This is an optimization exercise on Yosys and OpenROAD, whose aim is small area, not a production implementation.
In this exercise RTL edits were held to simulation tests only and were not proved equivalent to the original.
Power and IR drop assume default switching activity.

==> design/flow/design.v <==
package spectrum_pkg;
    localparam int NBINS     = 40;
    localparam int MAG_W     = 9;
    localparam int H_ACTIVE  = 640;
    localparam int V_ACTIVE  = 480;
    localparam int BAR_SHIFT = 4;
    localparam int MAG_MAX   = 480;
    typedef struct packed {
        logic [3:0] r;
        logic [3:0] g;
        logic [3:0] b;
    } rgb_t;
    localparam rgb_t COL_BAR   = 12'h0F0;
    localparam rgb_t COL_BG    = 12'h002;
    localparam rgb_t COL_PEAK  = 12'hFFF;
    localparam rgb_t COL_BLANK = 12'h000;
endpackage
import spectrum_pkg::*;
module spectrum_bin_buffer
#(
    parameter int NBINS = spectrum_pkg::NBINS,
    parameter int MAG_W = spectrum_pkg::MAG_W
) (
    input  logic             clk_i,
    input  logic             rst_ni,
    input  logic [9:0]       x_i,
    input  logic             swap_evt_i,
    input  logic             bin_valid_i,
    output logic             bin_ready_o,
    input  logic [5:0]       bin_idx_i,
    input  logic [MAG_W-1:0] bin_mag_i,
    input  logic             bin_last_i,
    output logic             frame_pending_o,
    output logic             swap_o,
    output logic             clr_o,       
    output logic [MAG_W-1:0] head_o,      
    output logic [MAG_W-1:0] tap_o        
);
    localparam logic [MAG_W-1:0] MAG_CAP = MAG_W'(MAG_MAX);
    logic [MAG_W-1:0] bank0_q [NBINS];
    logic [MAG_W-1:0] bank1_q [NBINS];
    logic sel_q, pend_q;
    logic fire, swap;
    assign fire = bin_valid_i & ~pend_q;
    assign swap = swap_evt_i & pend_q;
    logic [MAG_W-1:0] wd_q;
    logic [2:0]       t8_q, t5_q;
    logic             w0_q, w1_q, clr_q;
    logic [5:0]       r5;
    function automatic logic [2:0] mod5(input logic [5:0] v);
        mod5 = 3'd0;
        for (int i = 0; i < 64; i++) if (v == 6'(i)) mod5 = 3'(i % 5);
    endfunction
    assign r5 = 6'd38 + 6'(bin_idx_i[3:0]) + 6'(bin_idx_i[5:4])
              - 6'(x_i[3:0]) - 6'(x_i[7:4]) - 6'(x_i[9:8]);
    always_ff @(posedge clk_i) begin
        clr_q <= ~rst_ni;
        wd_q  <= (!rst_ni) ? '0 : (bin_mag_i > MAG_CAP) ? MAG_CAP : bin_mag_i;
        t8_q  <= bin_idx_i[2:0] - x_i[2:0] - 3'd2;
        t5_q  <= mod5(r5);
        w0_q  <= rst_ni & fire & (bin_idx_i < 6'(NBINS)) & sel_q;
        w1_q  <= rst_ni & fire & (bin_idx_i < 6'(NBINS)) & ~sel_q;
    end
    for (genvar p = 0; p < NBINS; p++) begin : g_slot
        localparam int N = (p + 1) % NBINS;
        logic hit, we0, we1;
        logic [MAG_W-1:0] nx0, nx1, wd;
        assign hit = (t8_q == 3'(p % 8)) & (t5_q == 3'(p % 5));
        assign we0 = clr_q | (hit & w0_q);
        assign we1 = clr_q | (hit & w1_q);
        assign nx0 = ~bank0_q[N];
        assign nx1 = ~bank1_q[N];
        assign wd  = (p % 2 == 1) ? ~wd_q : wd_q;
        always_ff @(posedge clk_i) begin
            bank0_q[p] <= we0 ? wd : nx0;
            bank1_q[p] <= we1 ? wd : nx1;
        end
    end
    always_ff @(posedge clk_i) begin
        if (!rst_ni) begin
            sel_q  <= 1'b0;
            pend_q <= 1'b0;
        end else begin
            if (swap) sel_q <= ~sel_q;
            if (swap)                   pend_q <= 1'b0;
            else if (fire & bin_last_i) pend_q <= 1'b1;
        end
    end
    logic [MAG_W-1:0] t0, t1;
    always_comb begin
        case (x_i[6:4])
            3'd0: begin t0 = bank0_q[0];   t1 = bank1_q[0];   end
            3'd1: begin t0 = ~bank0_q[25]; t1 = ~bank1_q[25]; end
            3'd2: begin t0 = bank0_q[10];  t1 = bank1_q[10];  end
            3'd3: begin t0 = ~bank0_q[35]; t1 = ~bank1_q[35]; end
            3'd4: begin t0 = bank0_q[20];  t1 = bank1_q[20];  end
            3'd5: begin t0 = ~bank0_q[5];  t1 = ~bank1_q[5];  end
            3'd6: begin t0 = bank0_q[30];  t1 = bank1_q[30];  end
            default: begin t0 = ~bank0_q[15]; t1 = ~bank1_q[15]; end
        endcase
    end
    assign tap_o           = sel_q ? t1 : t0;
    assign head_o          = sel_q ? bank1_q[0] : bank0_q[0];
    assign clr_o           = clr_q;
    assign swap_o          = swap;
    assign bin_ready_o     = ~pend_q;
    assign frame_pending_o = pend_q;
endmodule
import spectrum_pkg::*;
module spectrum_renderer
#(
    parameter int NBINS = spectrum_pkg::NBINS,
    parameter int MAG_W = spectrum_pkg::MAG_W
) (
    input  logic             vgaclk,
    input  logic             rst_n,
    input  logic [9:0]       x_in,
    input  logic [9:0]       y_in,
    input  logic             hsync_in,
    input  logic             vsync_in,
    input  logic             bin_valid,
    output logic             bin_ready,
    input  logic [5:0]       bin_idx,
    input  logic [MAG_W-1:0] bin_mag,
    input  logic             bin_last,
    output logic             hsync_out,
    output logic             vsync_out,
    output logic [3:0]       red,
    output logic [3:0]       green,
    output logic [3:0]       blue,
    output logic             frame_pending
);
    localparam logic [9:0] HA = 10'(H_ACTIVE);
    localparam logic [9:0] VA = 10'(V_ACTIVE);
    logic             swap_evt, swap, clr;
    logic [MAG_W-1:0] f_head, f_tap;
    assign swap_evt = (x_in == 10'd0) && (y_in == VA);
    spectrum_bin_buffer #(
        .NBINS(NBINS),
        .MAG_W(MAG_W)
    ) u_buf (
        .clk_i          (vgaclk),
        .rst_ni         (rst_n),
        .x_i            (x_in),
        .swap_evt_i     (swap_evt),
        .bin_valid_i    (bin_valid),
        .bin_ready_o    (bin_ready),
        .bin_idx_i      (bin_idx),
        .bin_mag_i      (bin_mag),
        .bin_last_i     (bin_last),
        .frame_pending_o(frame_pending),
        .swap_o         (swap),
        .clr_o          (clr),
        .head_o         (f_head),
        .tap_o          (f_tap)
    );
    logic [MAG_W-1:0] pk_q [NBINS];
    logic             upd_q, valid_q, upd_end;
    logic [MAG_W-1:0] p_head, p_tap_raw, p_tap, dec, newpk;
    assign p_head  = valid_q ? pk_q[0] : '0;
    assign dec     = (p_head == '0) ? '0 : p_head - 1'b1;
    assign newpk   = (f_head > dec) ? f_head : dec;
    assign upd_end = (x_in == 10'(NBINS));
    always_ff @(posedge vgaclk) begin
        for (int p = 0; p < NBINS - 1; p++) pk_q[p] <= pk_q[p+1];
        pk_q[NBINS-1] <= upd_q ? newpk : pk_q[0];
    end
    always_ff @(posedge vgaclk) begin
        if (!rst_n) begin
            upd_q   <= 1'b0;
            valid_q <= 1'b0;
        end else begin
            if (swap)         upd_q <= 1'b1;
            else if (upd_end) upd_q <= 1'b0;
            if (upd_q && upd_end) valid_q <= 1'b1;
        end
    end
    always_comb begin
        case (x_in[6:4])
            3'd0: p_tap_raw = pk_q[0];
            3'd1: p_tap_raw = pk_q[25];
            3'd2: p_tap_raw = pk_q[10];
            3'd3: p_tap_raw = pk_q[35];
            3'd4: p_tap_raw = pk_q[20];
            3'd5: p_tap_raw = pk_q[5];
            3'd6: p_tap_raw = pk_q[30];
            default: p_tap_raw = pk_q[15];
        endcase
    end
    assign p_tap = valid_q ? p_tap_raw : '0;
    logic [9:0] h;
    logic       k0, active, bar_d, hit_d, bar_e, hit_e;
    logic       bar_h_q, hit_h_q;
    logic       w1_q, g1_q, b1_q, hs1_q, vs1_q;
    logic       w2_q, g2_q, b2_q, hs2_q, vs2_q;
    assign k0     = (x_in[BAR_SHIFT-1:0] == '0);
    assign h      = 10'd479 - y_in;
    assign active = (x_in < HA) && (y_in < VA);
    assign bar_d  = (10'(f_tap) > h) & ~clr;
    assign hit_d  = (10'(p_tap) == h) && (p_tap != '0);
    assign bar_e  = k0 ? bar_d : bar_h_q;
    assign hit_e  = k0 ? hit_d : hit_h_q;
    always_ff @(posedge vgaclk) begin
        if (!rst_n) begin
            bar_h_q <= 1'b0;
            hit_h_q <= 1'b0;
            w1_q    <= 1'b0;
            g1_q    <= 1'b0;
            b1_q    <= 1'b1;
            hs1_q   <= 1'b1;
            vs1_q   <= 1'b1;
            w2_q    <= 1'b0;
            g2_q    <= 1'b0;
            b2_q    <= 1'b0;
            hs2_q   <= 1'b1;
            vs2_q   <= 1'b1;
        end else begin
            bar_h_q <= bar_e;
            hit_h_q <= hit_e;
            w1_q    <= active & hit_e;
            g1_q    <= active & (hit_e | bar_e);
            b1_q    <= active & (hit_e | ~bar_e);
            hs1_q   <= hsync_in;
            vs1_q   <= vsync_in;
            w2_q    <= w1_q;
            g2_q    <= g1_q;
            b2_q    <= b1_q;
            hs2_q   <= hs1_q;
            vs2_q   <= vs1_q;
        end
    end
    assign hsync_out = hs2_q;
    assign vsync_out = vs2_q;
    assign red       = {4{w2_q}};
    assign green     = {4{g2_q}};
    assign blue      = {w2_q, w2_q, b2_q, w2_q};
endmodule
==> design/flow/run.sh <==
#!/bin/bash
# synth_recipe.tcl (not shown) runs the flow's synth.tcl, then flattens the netlist and writes it again
# the make line also repeats each setting of config.mk as NAME=value (left out here)
make -C /OpenROAD-flow-scripts/flow DESIGN_CONFIG=/design/flow/config.mk WORK_HOME=/design/flow/orfs CLKGATE_MAP_FILE= SYNTH_SCRIPT=/design/flow/synth_recipe.tcl finish
==> design/flow/config.mk <==
export PLATFORM = sky130hd
export DESIGN_NAME = spectrum_renderer
export DESIGN_NICKNAME = spectrum_renderer
export VERILOG_FILES = /design/flow/design.v
export SDC_FILE = /design/flow/constraint.sdc
export NUM_CORES = 4
export LEC_CHECK = 0
export ABC_AREA = 1
export CAP_MARGIN = 30
export CORE_MARGIN = 2
export CORE_UTILIZATION = 40
export CTS_BUF_LIST = sky130_fd_sc_hd__clkbuf_8
export CTS_CLUSTER_SIZE = 30
export SLEW_MARGIN = 20
==> design/flow/constraint.sdc <==
create_clock -name core_clock -period 10.0 [get_ports {vgaclk}]
set_input_delay 2.0000 -clock core_clock [delete_from_list [all_inputs] [get_ports {vgaclk}]]
set_output_delay 2.0000 -clock core_clock [all_outputs]
set_load 0.01 [all_outputs]
==> run_results.csv, run 1 <==
group,metric,value,unit
worst_setup_path,crit_path_end_kind,"flip-flop",
pwr,leakagePower,16.7,nW
route,dr.pass1.iters,6,
route,drtIter0Drc,2150,
route,detail-route-antenna-nets,0,
clocking,cts_resized,0,
clocking,clock_path_buffers,3,
timing,slew_headroom,24.4,%
clocking,cts_tree,"yes",
pwr,p_total,9.66,mW
worst_setup_path,cp.arrival,6.68,ns
finish,drive_gt1_share,8.84,%
timing,hold_violations,0,
yosys,synth_cell_types,58,
worst_setup_path,criticalPathCategory,"in -> reg",
route,route.detailed.drc,0,
yosys,synth_seq_area_share,64.4,%
die,core,0.0855,mm²
placed_design,io_buffers,56,
clocking,clock-root-buffer,"clkbuf_8",
global_route,grt_pass1_vias,23400,
clocking,clkLatencyLatePin,0.83,ns
outcome,status,"no timing/DRC/antenna violations",
global_route,gr-total-overflow,0,
placed_design,hpwl,62.3,mm
pwr,power.density,244,mW/mm²
die,die_h,298,µm
timing,fin_tns_setup,0,ns
yosys,synth_cells,3761,
global_route,grt_max_degree,51,
timing,clock_skew,0.0566,ns
flow_run,cap_violations,0,
timing,period_needed,5.93,ns
clocking,cts_htree_levels,4,
route,routed_wl,100,mm
clocking,cts.clk_slew.worst_paths,0.06,ns
global_route,grt_pass1_wl,149,mm
yosys,yosysWarnings,5,
route,dr_total_vias,25200,
timing,worstMarginPinSlew,1.13,ns
die,std_cell_rows,107,
timing,period_share,59.3,%
finish,finalNonFillerCells,5059,
timing,rsz0062_at_grt,"no",
min_path,hold_path.class,"reg -> reg",
route,post_drt_via_cell_ratio,4.97,
timing,fmax,0.169,GHz
yosys,ys_ff_latch,1114,
finish,nets,3875,
die,dieArea,0.0890,mm²
worst_setup_path,path_max_fanout,9,
global_route,antenna_found_initial,2,
worst_setup_path,startpoint_type,"input pin",
timing,slew_violations,0,
route,routedWlPerCell,19.8,µm
global_route,grt_usage,22.4,%
yosys,synth.net_count,3845,
die,io_pins,57,
finish,nFillCells,8095,
finish,final_common_cell,"dfxtp_1",
clocking,post_cts_buffers,0,
die,die_w,298,µm
pwr,max-vdd-ir-drop,0.118,mV
worst_setup_path,crit_required,10.75,ns
yosys,syn_area_per_cell,9.21,µm²
clocking,clock-sinks,1114,
clocking,holdBufCountCts,0,
placed_design,gp_congestion,0.917,
placed_design,dp.cells,4761,
finish,area_growth,14.1,%
yosys,syn_area,0.0346,mm²
timing,setup_violations,0,
finish,final_cell_mix,"dfxtp_1, nand2_1, o21ai_0",
die,start_util,40.5,%
clocking,cts-buffers-inserted,172,
-- through the flow --
stage	utilization, %	hold WS (ns)	worst slack (ns)	cell area [µm²]
detailed placement	42.1	0.312	3.28	36000
CTS	46.2	0.277	4.12	39500
global route	46.2	0.287	3.75	39500
floorplan	-	0.310	4.51	34600
finish	46.2	0.286	4.07	39500
global placement	42.0	0.310	3.20	35900
-- final timing paths --
| kind | from | to | slack [ns] | cells past startpoint |
|---|---|---|---|---|
| max | x_in[5] | u_buf.t5_q[0] | 4.07 | 21 |
| min | pk_q[39][7] | pk_q[38][7] | 0.29 | 0 |
| max reg2reg | valid_q | pk_q[39][6] | 6.00 | 23 |
| min reg2reg | pk_q[39][7] | pk_q[38][7] | 0.29 | 0 |
-- layer usage --
metal	track usage [%]	share of wire [%]	vias to the layer above
met5	0	0	-
met3	4.74	7.2	210
met4	9.34	3.7	0
met1	30.5	45	11600
met2	34.4	44	905
li1	-	-	12400
-- worst max-delay path, stage by stage --
cell,delay [ns]
clkdlybuf4s50_1,0.79
fa_1,0.51
inv_1,0.08
fa_1,0.43
fa_1,0.51
ha_1,0.17
inv_1,0.06
fa_1,0.46
inv_1,0.10
nand3_1,0.09
nand3b_1,0.12
nand2_1,0.14
nor2_1,0.48
inv_1,0.18
nor3_1,0.17
nor2_1,0.07
nand3_1,0.07
nor2_1,0.05
nand4_1,0.07
nand2_1,0.06
nand4_1,0.06
-- sequential cells by signal (all words and copies together) (netlist names), 3 cells and up --
register	flops
u_buf.t8_q	3
pk_q	360
u_buf.bank0_q	360
u_buf.t5_q	3
u_buf.wd_q	9
u_buf.bank1_q	360
-- power by group --
part / internal, mW / total [mW] / switching (mW) / leakage (nW)
sequential: 4.74 / 4.90 / 0.167 / 9.25
combinational: 0.266 / 0.932 / 0.667 / 5.45
clock: 2.08 / 3.82 / 1.74 / 2.01
total: 7.09 / 9.66 / 2.57 / 16.7
-- layout make-up --
class                   instances  area (µm²)  area share, %
clock inverters                83         602           1.52
clock buffers                 213        2930           7.41
multi-input cells            2292       10900           27.7
repair buffers                 86         821           2.08
flip-flops and latches       1114       22300           56.4
diodes                          2        5.00         0.0127
inverters                     125         489           1.24
well taps                    1144        1430           3.62
-- Yosys cell counts (all sizes together) --
cell,instances,area share (%)
dfxtp,1114,64
nand2,1037,11
o41ai,2,0.051
nor2,105,1.2
o21ai,796,12
a311oi,1,0.025
inv,122,1.3
a2111oi,3,0.076
o211ai,17,0.38
xnor2,4,0.10
fa,8,0.46
clkinv,3,0.069
nor4,2,0.036
o21a,1,0.022
a21oi,47,0.68
xor2,5,0.13
mux2i,1,0.029
o2111ai,11,0.28
o31ai,7,0.25
a221oi,7,0.18
clkbuf,184,2.0
a32o,3,0.087
or2,5,0.090
and2,1,0.018
nand4,17,0.33
o311a,1,0.029
a211oi,3,0.079
a21o,1,0.022
nand3,142,2.1
ha,35,1.3
nand3b,2,0.043
or3,1,0.018
nor3,26,0.48
buf,46,0.81
o21bai,1,0.022
-- kinds of logic (layout without fill, tap and decap cells) --
| family | after synthesis | count (layout) | share of synthesized area [%] |
|---|---|---|---|
| buffers and inverters | 355 | 507 | 4.24 |
| AND/OR/NAND/NOR | 1338 | 1338 | 15.7 |
| multiplexers | 1 | 1 | 0.0289 |
| adder cells (fa/ha/maj) | 43 | 43 | 1.73 |
| XOR/XNOR | 9 | 9 | 0.228 |
| AO/OA/AOI/OAI | 901 | 901 | 13.7 |
| other | 0 | 2 | 0 |
| flip-flops | 1114 | 1114 | 64.4 |
==> inputs of run 2 (changes only) <==
--- a/design/flow/config.mk
+++ b/design/flow/config.mk
@@ -9,6 +9,4 @@
 export CAP_MARGIN = 30
 export CORE_MARGIN = 2
 export CORE_UTILIZATION = 40
-export CTS_BUF_LIST = sky130_fd_sc_hd__clkbuf_8
-export CTS_CLUSTER_SIZE = 30
 export SLEW_MARGIN = 20
==> run_results.csv, run 2 <==
group,metric,value,unit
outcome,status,"no timing/DRC/antenna violations",
finish,area_growth,14.7,%
yosys,yosysTopAreaCell,"dfxtp_1",
worst_setup_path,rr_endpoint,"pk_q[39][5]",
placed_design,hpwl,62.3,mm
worst_setup_path,r2r-start,"valid_q",
yosys,synth-xor-area-share,0.228,%
yosys,yosys.area_share.simple,15.7,%
yosys,synth-compound-area-share,13.7,%
yosys,synth.most_common_cell,"dfxtp_1",
flow_run,cap_violations,0,
global_route,antenna_found_initial,2,
worst_setup_path,cp_slowest_cell,"clkdlybuf4s50_1",
timing,slew_violations,0,
yosys,synth_mux_area_share,0.0289,%
clocking,clock-sinks,1114,
yosys,synth_top_area_share,64.4,%
clocking,clock-root-buffer,"clkbuf_16",
timing,hold_violations,0,
route,routed_wl,99.3,mm
finish,drive_gt1_share,7.52,%
finish,top_regs,"pk_q x360, u_buf.bank0_q x360, u_buf.bank1_q x360",
timing,slew_headroom,24.5,%
yosys,yosysWarnings,5,
finish,diodes,0,
placed_design,gp_congestion,0.917,
clocking,holdBufCountCts,0,
die,dieArea,0.0890,mm²
clocking,cts.clk_slew.worst_paths,0.06,ns
worst_setup_path,crit_required,10.61,ns
finish,nets,3812,
timing,period_needed,6.08,ns
pwr,max-vdd-ir-drop,0.166,mV
yosys,synth.net_count,3845,
clocking,cts-buffers-inserted,109,
global_route,grt_pass1_vias,22900,
worst_setup_path,criticalPathCategory,"in -> reg",
die,die_h,298,µm
worst_setup_path,crit_path_end_kind,"flip-flop",
global_route,grt_usage,22.1,%
pwr,leakagePower,16.5,nW
timing,period_share,60.8,%
route,drtIter0Drc,2223,
yosys,ys_ff_latch,1114,
die,io_pins,57,
worst_setup_path,startpoint,"x_in[5]",
die,std_cell_rows,107,
pwr,power.density,252,mW/mm²
worst_setup_path,startpoint_type,"input pin",
yosys,synthArstFlopShare,0,%
timing,whs,0.315,ns
clocking,cts_resized,0,
timing,fmax,0.164,GHz
worst_setup_path,reg2reg_setup_slack,5.97,ns
yosys,synth_seq_area_share,64.4,%
timing,setup_violations,0,
finish,final_common_cell,"dfxtp_1",
yosys,synth-edff-count,0,
clocking,cts_htree_levels,3,
min_path,hold_path.class,"reg -> reg",
route,post_drt_via_cell_ratio,5.03,
worst_setup_path,cpPeakStageDelay,0.79,ns
worst_setup_path,cp.arrival,6.69,ns
route,detail-route-antenna-nets,0,
die,start_util,40.5,%
global_route,grt_max_degree,51,
yosys,synth_cell_types,58,
worst_setup_path,worstSetupEndpoint,"u_buf.t5_q[0]",
yosys,synth_top_family_by_area,"simple AND/OR/NAND/NOR gates",
worst_setup_path,crit_chain,"clkdlybuf4s50_1 -> fa_1 -> inv_1 -> fa_1 -> fa_1 -> ha_1 -> inv_1 -> fa_1 -> inv_1 -> nand3_1 -> nand3b_1 -> nand2_1 -> nor2_1 -> inv_1 -> nor3_1 -> nor2_1 -> nand3_1 -> nor2_1 -> nand4_1 -> nand2_1 -> nand4_1",
route,dr.pass1.iters,6,
die,die_w,298,µm
clocking,post_cts_buffers,0,
clocking,clkLatencyLatePin,0.69,ns
timing,worstMarginPinSlew,1.13,ns
worst_setup_path,reg2regPathDepth,22,
worst_setup_path,path_max_fanout,9,
yosys,ys.flop_type,"dfxtp_1",
yosys,synthTopCellsByCount,"dfxtp_1, nand2_1, o21ai_0",
timing,rsz0062_at_grt,"no",
yosys,synth_cells,3761,
route,dr_total_vias,24900,
yosys,synth.area.top_cells,"dfxtp_1, o21ai_0, nand2_1, nand3_1, clkbuf_1",
route,route.detailed.drc,0,
placed_design,io_buffers,56,
yosys,syn_area_per_cell,9.21,µm²
clocking,cts_tree,"yes",
global_route,gr-total-overflow,0,
route,routedWlPerCell,20.0,µm
clocking,clock_path_buffers,3,
yosys,synth_adder_area_share,1.73,%
global_route,grt_pass1_wl,148,mm
timing,fin_tns_setup,0,ns
yosys,syn_area,0.0346,mm²
timing,clock_skew,0.0339,ns
finish,nFillCells,7953,
finish,final_cell_mix,"dfxtp_1, nand2_1, o21ai_0",
die,core,0.0855,mm²
## run 2: cell type report
class                           count  area (µm²)  area share (%)
Inverter                          125         489            1.23
Sequential cell                  1114       22300            56.1
Timing Repair Buffer               86         821            2.07
Clock buffer                      145        3090            7.79
Multi-Input combinational cell   2292       10900            27.5
Clock inverter                     53         648            1.63
Tap cell                         1144        1430            3.60
## run 2: power breakdown
group / switching (mW) / internal [mW] / leakage, nW
sequential: 0.166 / 4.74 / 9.25
clock: 1.74 / 2.47 / 1.84
combinational: 0.666 / 0.266 / 5.45
## run 2: worst min-delay path by stage
stage / from / endpoint / slack [ns] / cells after the start
final: pk_q[26][8] / pk_q[25][8] / 0.32 / 0
after global routing: pk_q[22][6] / pk_q[21][6] / 0.32 / 0
after CTS: pk_q[26][8] / pk_q[25][8] / 0.32 / 0
after detailed placement: pk_q[12][4] / pk_q[11][4] / 0.31 / 0
after global placement: pk_q[22][6] / pk_q[21][6] / 0.31 / 0
after floorplan: pk_q[1][0] / pk_q[0][0] / 0.31 / 0
## run 2: logic make-up (layout without fill, tap and decap cells)
kind of cell    count (synthesis)  after routing
simple gates                 1338           1338
flops                        1114           1114
compound gates                901            901
buf+inv                       355            409
fa+ha+maj                      43             43
xor+xnor                        9              9
mux                             1              1
## run 2: stage by stage
stage	setup slack (ns)	util [%]	area (µm²)	total power [mW]	std cells
CTS	3.96	46.5	39700	10.1	4959
detailed placement	3.28	42.1	36000	5.91	4761
global placement	3.20	42.0	35900	5.90	4758
floorplan	4.51	-	34600	5.48	3761
finish	3.92	46.5	39700	10.0	4959
global route	3.58	46.5	39700	10.4	4959
## run 2: critical path: cells and delay by family
family	cells	cell delay (ns)
adder cells (fa/ha/maj)	5	2.08
AND/OR/NAND/NOR	11	1.38
buffers and inverters	5	1.21
## run 2: per-layer routing
| layer | routed length [µm] | up-vias | global-route usage (%) |
|---|---|---|---|
| met5 | 27 | - | 0 |
| met4 | 3930 | 4 | 9.13 |
| met3 | 7350 | 223 | 3.97 |
| met2 | 43400 | 895 | 34.3 |
| met1 | 44600 | 11500 | 30.3 |
| li1 | - | 12300 | - |
==> inputs of run 3 (changes only) <==
--- a/design/flow/config.mk
+++ b/design/flow/config.mk
@@ -8,5 +8,7 @@
 export ABC_AREA = 1
 export CAP_MARGIN = 30
 export CORE_MARGIN = 2
-export CORE_UTILIZATION = 40
+export CORE_UTILIZATION = 60
+export CTS_BUF_LIST = sky130_fd_sc_hd__clkbuf_4 sky130_fd_sc_hd__clkbuf_8
+export CTS_CLUSTER_SIZE = 20
 export SLEW_MARGIN = 20
==> run_results.csv, run 3 <==
group,metric,value,unit
outcome,status,"no timing/DRC/antenna violations",
finish,final_common_cell,"dfxtp_1",
yosys,synth.area.top_cells,"dfxtp_1, o21ai_0, nand2_1, nand3_1, clkbuf_1",
pwr,clkPwrFrac,40.3,%
timing,slew_violations,0,
clocking,clock-sinks,1114,
pwr,leakagePower,16.6,nW
timing,period_share,59.9,%
clocking,holdBufCountCts,0,
route,dr_total_vias,26200,
worst_setup_path,cp.arrival,6.65,ns
clocking,clock-root-buffer,"clkbuf_8",
placed_design,hpwl,62.1,mm
route,route.detailed.drc,0,
global_route,antenna_found_initial,2,
die,die_h,244,µm
yosys,synth.net_count,3845,
finish,top_regs,"pk_q x360, u_buf.bank0_q x360, u_buf.bank1_q x360",
clocking,cts-buffers-inserted,164,
worst_setup_path,cp_slowest_cell,"clkdlybuf4s50_1",
timing,fin_tns_setup,0,ns
pwr,max-vdd-ir-drop,0.188,mV
worst_setup_path,crit_required,10.66,ns
clocking,post_cts_buffers,0,
worst_setup_path,rr_endpoint,"pk_q[39][4]",
yosys,synth_cell_types,58,
timing,period_needed,5.99,ns
worst_setup_path,critical_path_cell_count,17,
timing,rsz0062_at_grt,"no",
pwr,combPwrFrac,9.7,%
yosys,synth_top_family_by_area,"simple AND/OR/NAND/NOR gates",
pwr,p_sw_share,26.4,%
pwr,power_frac_seq,50.0,%
yosys,synth_adder_area_share,1.73,%
die,dieArea,0.0597,mm²
flow_run,cap_violations,0,
pwr,p_total,9.78,mW
yosys,ys_ff_latch,1114,
worst_setup_path,criticalPathCategory,"in -> reg",
yosys,syn_area,0.0346,mm²
worst_setup_path,startpoint,"x_in[5]",
yosys,synth_mux_area_share,0.0289,%
timing,setup_violations,0,
global_route,grt_pass1_wl,150,mm
finish,drive_gt1_share,10.1,%
clocking,cts_htree_levels,4,
timing,slew_headroom,26.2,%
worst_setup_path,path_max_fanout,7,
route,drtIter0Drc,2439,
clocking,clock_path_buffers,3,
clocking,cts_resized,0,
global_route,grt_usage,33.6,%
yosys,synth-xor-area-share,0.228,%
route,routed_wl,100,mm
worst_setup_path,crit_chain,"clkdlybuf4s50_1 -> fa_1 -> inv_1 -> fa_1 -> fa_1 -> ha_1 -> inv_1 -> fa_1 -> inv_1 -> nand2_1 -> nor2_1 -> o31ai_1 -> o211ai_1 -> nor2_1 -> o2111ai_1 -> a21oi_1 -> nand3_1",
yosys,ys.flop_type,"dfxtp_1",
pwr,power.density,250,mW/mm²
worst_setup_path,worstSetupEndpoint,"u_buf.t5_q[2]",
yosys,synth.most_common_cell,"dfxtp_1",
worst_setup_path,startpoint_type,"input pin",
die,core,0.0574,mm²
worst_setup_path,reg2regPathDepth,23,
global_route,grt_max_degree,82,
yosys,synthArstFlopShare,0,%
clocking,cts.clk_slew.worst_paths,0.07,ns
worst_setup_path,path_common_cell,"fa_1",
yosys,synth_top_area_share,64.4,%
global_route,gr-total-overflow,0,
timing,clock_skew,0.0612,ns
timing,fmax,0.167,GHz
die,die_w,244,µm
global_route,grt_pass1_vias,24900,
worst_setup_path,crit_path_end_kind,"flip-flop",
placed_design,io_buffers,56,
die,io_pins,57,
finish,final_cell_mix,"dfxtp_1, nand2_1, o21ai_0",
yosys,yosysWarnings,5,
yosys,syn_area_per_cell,9.21,µm²
worst_setup_path,cp_top_family,"adder cells",
yosys,synthTopCellsByCount,"dfxtp_1, nand2_1, o21ai_0",
route,dr.pass1.iters,6,
die,start_util,60.4,%
clocking,cts_tree,"yes",
finish,nFillCells,4431,
worst_setup_path,cp.buffers_inverters,4,
worst_setup_path,cpPeakStageDelay,0.77,ns
pwr,power_switching,2.58,mW
clocking,clkLatencyLatePin,0.83,ns
timing,hold_violations,0,
finish,nets,3863,
yosys,yosys.area_share.simple,15.7,%
placed_design,gp_congestion,0.934,
finish,post-route-util,68.2,%
yosys,synth-compound-area-share,13.7,%
timing,worstMarginPinSlew,1.10,ns
yosys,synth-edff-count,0,
finish,area_growth,12.9,%
yosys,yosysTopAreaCell,"dfxtp_1",
worst_setup_path,r2r-start,"valid_q",
yosys,synth_seq_area_share,64.4,%
die,std_cell_rows,88,
pwr,intPower,7.19,mW
route,routedWlPerCell,21.4,µm
route,detail-route-antenna-nets,0,
yosys,synth_cells,3761,
min_path,hold_path.class,"reg -> reg",
route,post_drt_via_cell_ratio,5.60,
worst_setup_path,reg2reg_setup_slack,6.05,ns
==> run 3: cell counts after synthesis <==
No cell type changed its count.
==> run 3: stage by stage <==
step	hold slack [ns]	setup WS, ns	area, µm²	instances
finish	0.298	4.01	39100	4680
global route	0.304	3.69	39100	4678
CTS	0.297	4.05	39100	4677
detailed placement	0.312	3.25	35500	4378
global placement	0.310	3.15	35400	4375
floorplan	0.310	4.51	34600	3761
==> run 3: power by group through the flow <==
stage          registers [mW]  logic [mW]  clock network, mW
2_1_floorplan            4.89       0.598                  0
3_3_place_gp             4.97       0.910                  0
3_5_place_dp             4.97       0.925                  0
4_1_cts                  4.88       0.931               3.97
5_1_grt                  4.90        1.04               4.18
6_report                 4.89       0.950               3.94
==> run 3: layout make-up <==
cell class                      count  area (µm²)  area share, %
Antenna cell                        3        7.51         0.0192
Clock buffer                      265        3270           8.36
Clock inverter                     34         380          0.972
Inverter                          125         489           1.25
Multi-Input combinational cell   2292       10900           27.9
Sequential cell                  1114       22300           57.0
Tap cell                          765         957           2.45
Timing Repair Buffer               82         783           2.00
==> run 3: cell families (layout without fill, tap and decap cells) <==
| kind of cell | Yosys count | in the layout |
|---|---|---|
| flops | 1114 | 1114 |
| xor+xnor | 9 | 9 |
| simple gates | 1338 | 1338 |
| buf+inv | 355 | 506 |
| compound gates | 901 | 901 |
| mux | 1 | 1 |
| fa+ha+maj | 43 | 43 |
| other cells | 0 | 3 |
==> run 3: worst min-delay path by stage <==
stage | start | cells after the start | end | slack, ns
detailed placement | pk_q[12][3] | 0 | pk_q[11][3] | 0.31
floorplan | pk_q[1][0] | 0 | pk_q[0][0] | 0.31
global placement | pk_q[3][3] | 0 | pk_q[2][3] | 0.31
finish | pk_q[31][1] | 0 | pk_q[30][1] | 0.30
CTS | pk_q[31][1] | 0 | pk_q[30][1] | 0.30
global route | pk_q[31][1] | 0 | pk_q[30][1] | 0.30
==> run 3: metal layers <==
metal	vias to the layer above	share of wire [%]	global-route usage, %
met5	-	0	0
li1	12400	-	-
met4	0	4.9	17.3
met2	1271	43	50.9
met1	12300	42	45.4
met3	298	9.4	7.41

## re-timing with driven ports
Ports are ideal in the flow. The routed layouts listed here were re-timed in OpenROAD.
Step 1, drivers: a clkbuf_16 drives vgaclk and a buf_2 each remaining input, both assumed.
Step 2 also shifts input and output timing later by t, the mid clock arrival at the registers, as if the neighbouring blocks saw the same clock.
Three values: ideal, step 1, step 2; two values: the first two.
run	t, ns	setup slack, ns	hold WS [ns]	worst register clock-pin slew, ns	cell pins on the clock port's net
run 1	0.865	4.066 / 4.107 / 3.242	0.286 / 0.286 / 0.286	0.07 / 0.07	1
run 2	0.736	3.921 / 3.960 / 3.225	0.315 / 0.315 / 0.315	0.07 / 0.07	1
run 3	0.868	4.006 / 4.048 / 3.180	0.298 / 0.298 / 0.298	0.07 / 0.07	1
After both steps setup and hold are still met in every run listed. The setup slack of run 3, which loses most, moves by +0.042 ns with the drivers and by -0.826 ns with both steps.
